This is an optimization exercise on Yosys and OpenROAD, whose aim is small area and a short achievable clock period, not a production implementation.
At most, simulation tests tie the RTL to the original design; equivalence was not proved.
Power figures rest on the tool's default switching activity, not on a simulated workload.

== JK ==
==> flow/design.v (excerpt) <==
module ex_stage (
    input  logic        clk,
    input  logic        rst_n,
    input  logic        flush,
    input  logic        in_valid,
    input  logic [6:0]  in_opcode,
    input  logic [4:0]  in_rd,
    input  logic [2:0]  in_funct3,
    input  logic [6:0]  in_funct7,
    input  logic [31:0] in_imm,
    input  logic [31:0] in_pc,
    input  logic [31:0] in_rs1_val,
    input  logic [31:0] in_rs2_val,
    output logic        out_valid,
    output logic [4:0]  out_rd,
    output logic        out_rd_we,
    output logic [31:0] out_rd_val,
    output logic [31:0] out_pc,
    output logic        out_jump,
    output logic [31:0] out_jump_pc,
    output logic        out_illegal
);
Size: roughly 2000 cells after synthesis, ~260 I/O pins.
Settings: LEC_CHECK=0, CAP_MARGIN=20, CORE_MARGIN=2, CORE_UTILIZATION=40, SETUP_SLACK_MARGIN=2.8, SLEW_MARGIN=20; clock period 5.0 ns.
standard.sh (not shown) runs the stock make flow with config.mk's settings and CLKGATE_MAP_FILE= SYNTH_SCRIPT=/design/flow/synth_recipe.tcl, a recipe that flattens the netlist after the stock synthesis.
==> flow/flow/run.sh <==
#!/bin/bash
# ORFS's synthesis as synth_recipe.tcl runs it, except that the full/half
# adder extraction is skipped and ABC maps with flow/abc.script; then the
# standard layout with plain buf_1 cells as port buffers.
set -euo pipefail
W=$PWD
{
  cat <<EOT
proc extract_fa {args} {}
proc abc {args} {
  set i [lsearch -exact \$args -script]
  lset args [expr {\$i + 1}] $W/flow/abc.script
  yosys abc {*}\$args
}
EOT
  cat synth_recipe.tcl
} > synth_custom.tcl
bash standard.sh SYNTH_SCRIPT=$W/synth_custom.tcl synth > synth.log 2>&1
BUFFER_PORTS_ARGS="-buffer_cell sky130_fd_sc_hd__buf_1" bash standard.sh finish > layout.log 2>&1
==> flow/flow/abc.script <==
strash
dch
map -B 0.9
topo
stime -c
buffer -c
upsize -c
dnsize -c
[inputs] MS vs JK
Settings: a change of CORE_UTILIZATION from 40 to 45.
-- flow/flow/run.sh --
<<< JK, line 17
} > synth_custom.tcl
bash standard.sh SYNTH_SCRIPT=$W/synth_custom.tcl synth > synth.log 2>&1
BUFFER_PORTS_ARGS="-buffer_cell sky130_fd_sc_hd__buf_1" bash standard.sh finish > layout.log 2>&1
>>> MS, line 17
} > synth_custom.tcl
bash standard.sh SYNTH_SCRIPT=$W/synth_custom.tcl synth > synth.log 2>&1
CTS_ARGS="-sink_clustering_enable -repair_clock_nets -buf_list sky130_fd_sc_hd__clkbuf_16 -sink_clustering_size 24 -sink_clustering_max_diameter 120 -dont_use_dummy_load" BUFFER_PORTS_ARGS="-buffer_cell sky130_fd_sc_hd__buf_1" bash standard.sh finish > layout.log 2>&1
Results
- MS gives less total setup buffers inserted after CTS than JK did.
- Reported for MS and JK, synthesized-area fraction occupied by xor and xnor cells turned out identical to the last digit.
- Total setup violations reported at the end of the flow came out exactly the same in MS and JK.
- [MS vs JK] initial core utilization: higher in MS
- In MS, the clock input transition at the sequential cells of the worst setup and hold paths came out 30 ps above the value in JK.
- The total power of MS is lower than that of JK.
Function was not checked in any run of this note: the RTL went through the layout flow alone.

== build 36 ==
ex_stage, a different RTL version from the one above (not shown whole).
For scale: roughly 1800 cells after synthesis, roughly 12000 um2 of cells after synthesis.
clock: 5.0 ns
lec_check: 0
cap_margin: 20
core_margin: 2
core_utilization: 45
setup_slack_margin: 2.8
slew_margin: 20
==> flow/flow/run.sh <==
#!/bin/bash
# ORFS's synthesis as synth_recipe.tcl runs it (same registers), except that
# the full/half adder extraction is skipped and ABC maps with
# flow/abc.script; then the standard layout, with plain buf_1 cells as port
# buffers, clock tree clusters of up to 16 sinks under clkbuf_8 cells, and
# no gate cloning in timing repair.
set -euo pipefail
W=$PWD
{
  cat <<EOT
proc extract_fa {args} {}
proc abc {args} {
  set i [lsearch -exact \$args -script]
  lset args [expr {\$i + 1}] $W/flow/abc.script
  yosys abc {*}\$args
}
EOT
  cat synth_recipe.tcl
} > synth_custom.tcl
bash standard.sh SYNTH_SCRIPT=$W/synth_custom.tcl synth > synth.log 2>&1
SKIP_GATE_CLONING=1 CTS_ARGS="-sink_clustering_enable -repair_clock_nets -buf_list sky130_fd_sc_hd__clkbuf_8 -sink_clustering_size 16 -sink_clustering_max_diameter 80 -dont_use_dummy_load" BUFFER_PORTS_ARGS="-buffer_cell sky130_fd_sc_hd__buf_1" bash standard.sh finish > layout.log 2>&1
Scripts as last shown in full above: flow/flow/abc.script
Here is what was changed in the inputs of build 94 compared with build 36.
- SETUP_SLACK_MARGIN now 2.85, was 2.8
==> flow/flow/run.sh <==
#!/bin/bash
# ORFS's synthesis as synth_recipe.tcl runs it (same registers), except that
# the full/half adder extraction is skipped and ABC maps with
# flow/abc.script; then the standard layout, with plain buf_1 cells as port
# buffers, clock tree clusters of up to 24 sinks under clkbuf_16 cells, and
# no gate cloning in timing repair.
set -euo pipefail
W=$PWD
{
  cat <<EOT
proc extract_fa {args} {}
proc abc {args} {
  set i [lsearch -exact \$args -script]
  lset args [expr {\$i + 1}] $W/flow/abc.script
  yosys abc {*}\$args
}
EOT
  cat synth_recipe.tcl
} > synth_custom.tcl
bash standard.sh SYNTH_SCRIPT=$W/synth_custom.tcl synth > synth.log 2>&1
SKIP_GATE_CLONING=1 CTS_ARGS="-sink_clustering_enable -repair_clock_nets -buf_list sky130_fd_sc_hd__clkbuf_16 -sink_clustering_size 24 -sink_clustering_max_diameter 120 -dont_use_dummy_load" BUFFER_PORTS_ARGS="-buffer_cell sky130_fd_sc_hd__buf_1" bash standard.sh finish > layout.log 2>&1
### Flow results
Build 94 finished end to end and its layout was clean on timing, DRC and antenna.
Build 94 vs build 36 — worst setup slack rose 0.022 ns.
In the route summary, build 94 ends up with a via count exceeding that of build 36.
| cell area | build 94 vs build 36 | 5.1% higher |
On shortest clock period the worst path allows after layout: between build 36 and build 94, it ends up lower for build 94.
Of build 36 and build 94, the lower critical path depth belongs to build 36.
Build 94 ends up with a number of gates resized after cts that is 21 higher than in build 36.

job 1853:
ex_stage again, from the RTL that the note above started with.
// ex_stage
module ex_stage (
    input  logic        clk,
    input  logic        rst_n,
    input  logic        flush,
    input  logic        in_valid,
    input  logic [6:0]  in_opcode,
    input  logic [4:0]  in_rd,
    input  logic [2:0]  in_funct3,
    input  logic [6:0]  in_funct7,
    input  logic [31:0] in_imm,
    input  logic [31:0] in_pc,
    input  logic [31:0] in_rs1_val,
    input  logic [31:0] in_rs2_val,
    output logic        out_valid,
    output logic [4:0]  out_rd,
    output logic        out_rd_we,
    output logic [31:0] out_rd_val,
    output logic [31:0] out_pc,
    output logic        out_jump,
    output logic [31:0] out_jump_pc,
    output logic        out_illegal
);
Settings: LEC_CHECK=0, CAP_MARGIN=20, CORE_MARGIN=2, CORE_UTILIZATION=45, SETUP_SLACK_MARGIN=2.8, SLEW_MARGIN=20; clock period 5.0 ns.
==> flow/flow/run.sh <==
#!/bin/bash
# ORFS's synthesis as synth_recipe.tcl runs it (same registers), except that
# the full/half adder extraction is skipped and ABC maps with
# flow/abc.script; then the standard layout, with plain buf_1 cells as port
# buffers and clock tree clusters of up to 32 sinks under clkbuf_16 cells.
set -euo pipefail
W=$PWD
{
  cat <<EOT
proc extract_fa {args} {}
proc abc {args} {
  set i [lsearch -exact \$args -script]
  lset args [expr {\$i + 1}] $W/flow/abc.script
  yosys abc {*}\$args
}
EOT
  cat synth_recipe.tcl
} > synth_custom.tcl
bash standard.sh SYNTH_SCRIPT=$W/synth_custom.tcl synth > synth.log 2>&1
CTS_ARGS="-sink_clustering_enable -repair_clock_nets -buf_list sky130_fd_sc_hd__clkbuf_16 -sink_clustering_size 32 -sink_clustering_max_diameter 150 -dont_use_dummy_load" BUFFER_PORTS_ARGS="-buffer_cell sky130_fd_sc_hd__buf_1" bash standard.sh finish > layout.log 2>&1
Scripts as last shown in full above: flow/flow/abc.script
In summary, job 1853 completed successfully, with a layout that passed the timing, DRC and antenna checks.
Here is what was changed in the inputs of job 7022 compared with job 1853.
==> flow/flow/run.sh <==
#!/bin/bash
# ORFS's synthesis as synth_recipe.tcl runs it, except that the full/half
# adder extraction is skipped and ABC maps with flow/abc.script; then the
# standard layout with plain buf_1 cells as port buffers.
set -euo pipefail
W=$PWD
{
  cat <<EOT
proc extract_fa {args} {}
proc abc {args} {
  set i [lsearch -exact \$args -script]
  lset args [expr {\$i + 1}] $W/flow/abc.script
  yosys abc {*}\$args
}
EOT
  cat synth_recipe.tcl
} > synth_custom.tcl
bash standard.sh SYNTH_SCRIPT=$W/synth_custom.tcl synth > synth.log 2>&1
CTS_ARGS="-sink_clustering_enable -repair_clock_nets -buf_list sky130_fd_sc_hd__clkbuf_16 -sink_clustering_size 24 -sink_clustering_max_diameter 120 -dont_use_dummy_load" BUFFER_PORTS_ARGS="-buffer_cell sky130_fd_sc_hd__buf_1" bash standard.sh finish > layout.log 2>&1
==> flow/flow/abc.script <==
strash; dch; map -B 0.9; topo; stime -c; upsize -c; dnsize -c
In summary, job 7022 completed successfully, with a layout that passed the timing, DRC and antenna checks.
Job 7022: weighted congestion reported at the end of routability-driven placement higher than job 1853
Going from job 1853 to job 7022, synthesized cell count saw a decrease; setup-violating endpoint count in the final report stayed essentially flat.
Job 7022 ended up with in_opcode[2] as its first element of the critical path; job 1853 ended up with in_opcode[6].
The inputs of job 1343 differ from those of job 7022 as listed below.
==> flow/flow/run.sh <==
#!/bin/bash
# ORFS's synthesis as synth_recipe.tcl runs it (same registers), except that
# the full/half adder extraction is skipped and ABC maps with
# flow/abc.script; then the standard layout, with plain buf_1 cells as port
# buffers, clock tree clusters of up to 24 sinks under clkbuf_16 cells, and
# the buffers ABC inserted removed before placement.
set -euo pipefail
W=$PWD
{
  cat <<EOT
proc extract_fa {args} {}
proc abc {args} {
  set i [lsearch -exact \$args -script]
  lset args [expr {\$i + 1}] $W/flow/abc.script
  yosys abc {*}\$args
}
EOT
  cat synth_recipe.tcl
} > synth_custom.tcl
bash standard.sh SYNTH_SCRIPT=$W/synth_custom.tcl synth > synth.log 2>&1
REMOVE_ABC_BUFFERS=1 CTS_ARGS="-sink_clustering_enable -repair_clock_nets -buf_list sky130_fd_sc_hd__clkbuf_16 -sink_clustering_size 24 -sink_clustering_max_diameter 120 -dont_use_dummy_load" BUFFER_PORTS_ARGS="-buffer_cell sky130_fd_sc_hd__buf_1" bash standard.sh finish > layout.log 2>&1
==> flow/flow/abc.script <==
strash
dch
map -B 0.9
topo
stime -c
buffer -c
upsize -c
dnsize -c
## What came out
- Power density normalized to cell area: job 1343 vs job 7022 down about 1.8%
- Re count of max-cap constraint violations: no difference whatsoever between job 7022 and job 1343.
- Relative to job 7022, row count has gone up in job 1343.
Modified inputs, job 841 compared to job 1343
diff --git a/flow/flow/run.sh b/flow/flow/run.sh
--- a/flow/flow/run.sh
+++ b/flow/flow/run.sh
@@ -6 +6 @@
-# the buffers ABC inserted removed before placement.
+# no gate cloning or last-gasp pass in timing repair.
@@ -21 +21 @@
-REMOVE_ABC_BUFFERS=1 CTS_ARGS="-sink_clustering_enable -repair_clock_nets -buf_list sky130_fd_sc_hd__clkbuf_16 -sink_clustering_size 24 -sink_clustering_max_diameter 120 -dont_use_dummy_load" BUFFER_PORTS_ARGS="-buffer_cell sky130_fd_sc_hd__buf_1" bash standard.sh finish > layout.log 2>&1
+SKIP_GATE_CLONING=1 SKIP_LAST_GASP=1 CTS_ARGS="-sink_clustering_enable -repair_clock_nets -buf_list sky130_fd_sc_hd__clkbuf_16 -sink_clustering_size 24 -sink_clustering_max_diameter 120 -dont_use_dummy_load" BUFFER_PORTS_ARGS="-buffer_cell sky130_fd_sc_hd__buf_1" bash standard.sh finish > layout.log 2>&1
--- outcome ---
Job 841 went all the way through synthesis, placement and routing and the layout is clean on timing, DRC and antenna. Worst setup slack after layout was lower in job 1343 than in job 841. Cmp job 841 vs job 1343: wire length reported by the detailed router higher in job 841. Between job 1343 and job 841, the flow reports fill cell instance count of the final layout increasing by a few percent. | area enclosed by the die boundary | job 841 vs job 1343 | ≈ equal |. Job 841 vs. job 1343: detailed-router iteration count before antenna repair went up by 2. Minimum clock period (job 841 over job 1343): decrease, 63 ps. Taking job 1343 as the reference, in job 841 cell area now smaller, share of power burned in the clock network now larger.

north:
Another version of the RTL of ex_stage (not shown whole).
Size in the first run: about 1400 cells after synthesis, about 220 flip-flops, about 260 I/O pins.
make LEC_CHECK=0 CAP_MARGIN=20 CORE_MARGIN=2 CORE_UTILIZATION=40 SLEW_MARGIN=20 finish   # period 5.0 ns
run.sh (not shown) runs the stock make flow with config.mk's settings and CLKGATE_MAP_FILE= SYNTH_SCRIPT=/design/flow/synth_recipe.tcl, a recipe that flattens the netlist after the stock synthesis.
Stock flow here: none of the scripts above is used.
Modified inputs, south compared to north
Settings: setting SETUP_SLACK_MARGIN to 2.0 for the first time.
Findings:
- Shortest period the worst path allows in south is 1150 ps lower than in north
- Per the comparison of south with north, met1 capacity usage during global routing has decreased; power up 0.000050 W; clock-pin slew of the registers on the worst-case setup and hold paths neither gained nor lost much; aggregate routed wire length +about 0.8%.
- In terms of detailed-placement wirelength estimate, north and south differ only marginally.
- Between north and south, the instance count after placement with tap cells included does not differ in any meaningful way.
- Against north, south comes in about 1.2% higher on routability congestion estimate from global placement.
No functional check of the RTL was part of any run of this note.

## v27
Another version of the RTL of ex_stage (not shown whole).
Size: ~2000 cells after synthesis, about 0.013 mm2 of cells after synthesis.
Settings: LEC_CHECK=0, CAP_MARGIN=20, CORE_MARGIN=2, CORE_UTILIZATION=65, SETUP_SLACK_MARGIN=3.0, SLEW_MARGIN=20; clock period 5.0 ns.
standard.sh (not shown) runs the stock make flow with config.mk's settings and CLKGATE_MAP_FILE= SYNTH_SCRIPT=/design/flow/synth_recipe.tcl, a recipe that flattens the netlist after the stock synthesis.
==> flow/flow/run.sh <==
#!/bin/bash
# ORFS's synthesis as synth_recipe.tcl runs it, except that the full/half
# adder extraction is skipped and ABC maps with flow/abc.script; then the
# standard layout with plain buf_1 cells as port buffers.
set -euo pipefail
W=$PWD
{
  cat <<EOT
proc extract_fa {args} {}
proc abc {args} {
  set i [lsearch -exact \$args -script]
  lset args [expr {\$i + 1}] $W/flow/abc.script
  yosys abc {*}\$args
}
EOT
  cat synth_recipe.tcl
} > synth_custom.tcl
bash standard.sh SYNTH_SCRIPT=$W/synth_custom.tcl synth > synth.log 2>&1
BUFFER_PORTS_ARGS="-buffer_cell sky130_fd_sc_hd__buf_1" bash standard.sh finish > layout.log 2>&1
==> flow/flow/abc.script <==
strash
dch
map -B 0.9
topo
stime -c
buffer -c
upsize -c
dnsize -c
Run status, v27: aborted in global routing, error GRT-0232
Inputs modified between v27 and v39:
- CORE_UTILIZATION: 65 -> 40
- SETUP_SLACK_MARGIN: 3.0 -> 2.8
--- outcome ---
- v39 ended with every stage complete and zero timing, DRC or antenna violations.
- v39 vs. v27: vertical die dimension up 27%, horizontal die dimension up 27%, post-synthesis xor/xnor area fraction flat, worst setup timing slack at the placement stage down 22 ps.
- In the reports for v39 and v27, the larger total CTS buffers belongs to v39.
- [compare] base=v27 new=v39: number of clock sinks closely matched the old numbers; cell count after placement now sits higher.
- Diff v39..v27 | post-synthesis mux area share | unchanged
- Reported for v39 and v27, area after synthesis turned out identical to the last digit.
- Sum of net half-perimeters after detailed placement in v39 vs v27: up about 13%
Setup changes, v39 to v53
- CORE_UTILIZATION now 45, was 40
--- a/flow/flow/run.sh
+++ b/flow/flow/run.sh
@@ -19 +19 @@
-BUFFER_PORTS_ARGS="-buffer_cell sky130_fd_sc_hd__buf_1" bash standard.sh finish > layout.log 2>&1
+CTS_ARGS="-sink_clustering_enable -repair_clock_nets -buf_list sky130_fd_sc_hd__clkbuf_16 -sink_clustering_size 24 -sink_clustering_max_diameter 120 -dont_use_dummy_load" BUFFER_PORTS_ARGS="-buffer_cell sky130_fd_sc_hd__buf_1" bash standard.sh finish > layout.log 2>&1
Relative to v39, total global routing track utilization increased by 2.8 points in v53. v53: no failed stages, no open violations at the end. v53 against v39: layout clock buffer count down 15; final area down 530 um2; number of ordinary inverters in the final layout up about 0.4%. CTS clock-pin slew for the worst setup and hold paths: v53 vs v39 up 30 ps. Hold slack up 32 ps in v53 wrt v39.

static timing again, ports no longer ideal:
The results above use ideal ports. As a check the final layouts listed here were re-extracted and re-timed, cells and wires unchanged. Step 1: set_driving_cell puts a clkbuf_16 on clk and a buf_2 on each other input, an assumption about the parent block. Step 2 times the ports against the registers' clock, not the clock port: input delays grow and output delays shrink by t, the midpoint of the rising clock arrivals with the driver on. Slacks: no drivers / after step 1 / after step 2; pairs: no drivers / after step 1.
| run | shift t [ns] | slack for setup (ns) | worst register clock-pin slew, ns |
|---|---|---|---|
| JK | 0.590 | 2.803 / 2.803 / 2.321 | 0.07 / 0.07 |
| MS | 0.539 | 2.754 / 2.754 / 2.356 | 0.10 / 0.10 |
| build 36 | 0.570 | 2.815 / 2.840 / 2.270 | 0.10 / 0.10 |
| build 94 | 0.518 | 2.837 / 2.839 / 2.321 | 0.10 / 0.10 |
| job 1853 | 0.520 | 2.800 / 2.829 / 2.309 | 0.12 / 0.12 |
| job 7022 | 0.521 | 2.815 / 2.840 / 2.324 | 0.10 / 0.10 |
| job 1343 | 0.528 | 2.782 / 2.794 / 2.266 | 0.10 / 0.10 |
| job 841 | 0.520 | 2.844 / 2.872 / 2.352 | 0.10 / 0.10 |
| north | 0.574 | 0.822 / 0.822 / 0.822 | 0.07 / 0.07 |
| south | 0.574 | 1.973 / 1.973 / 1.568 | 0.06 / 0.06 |
| v39 | 0.583 | 2.831 / 2.831 / 2.284 | 0.07 / 0.07 |
| v53 | 0.528 | 2.769 / 2.800 / 2.273 | 0.09 / 0.09 |
After both steps setup and hold are still met in every run listed. The setup slack of v39, which loses most, moves by 0.000 ns with the drivers and by -0.547 ns with both steps.
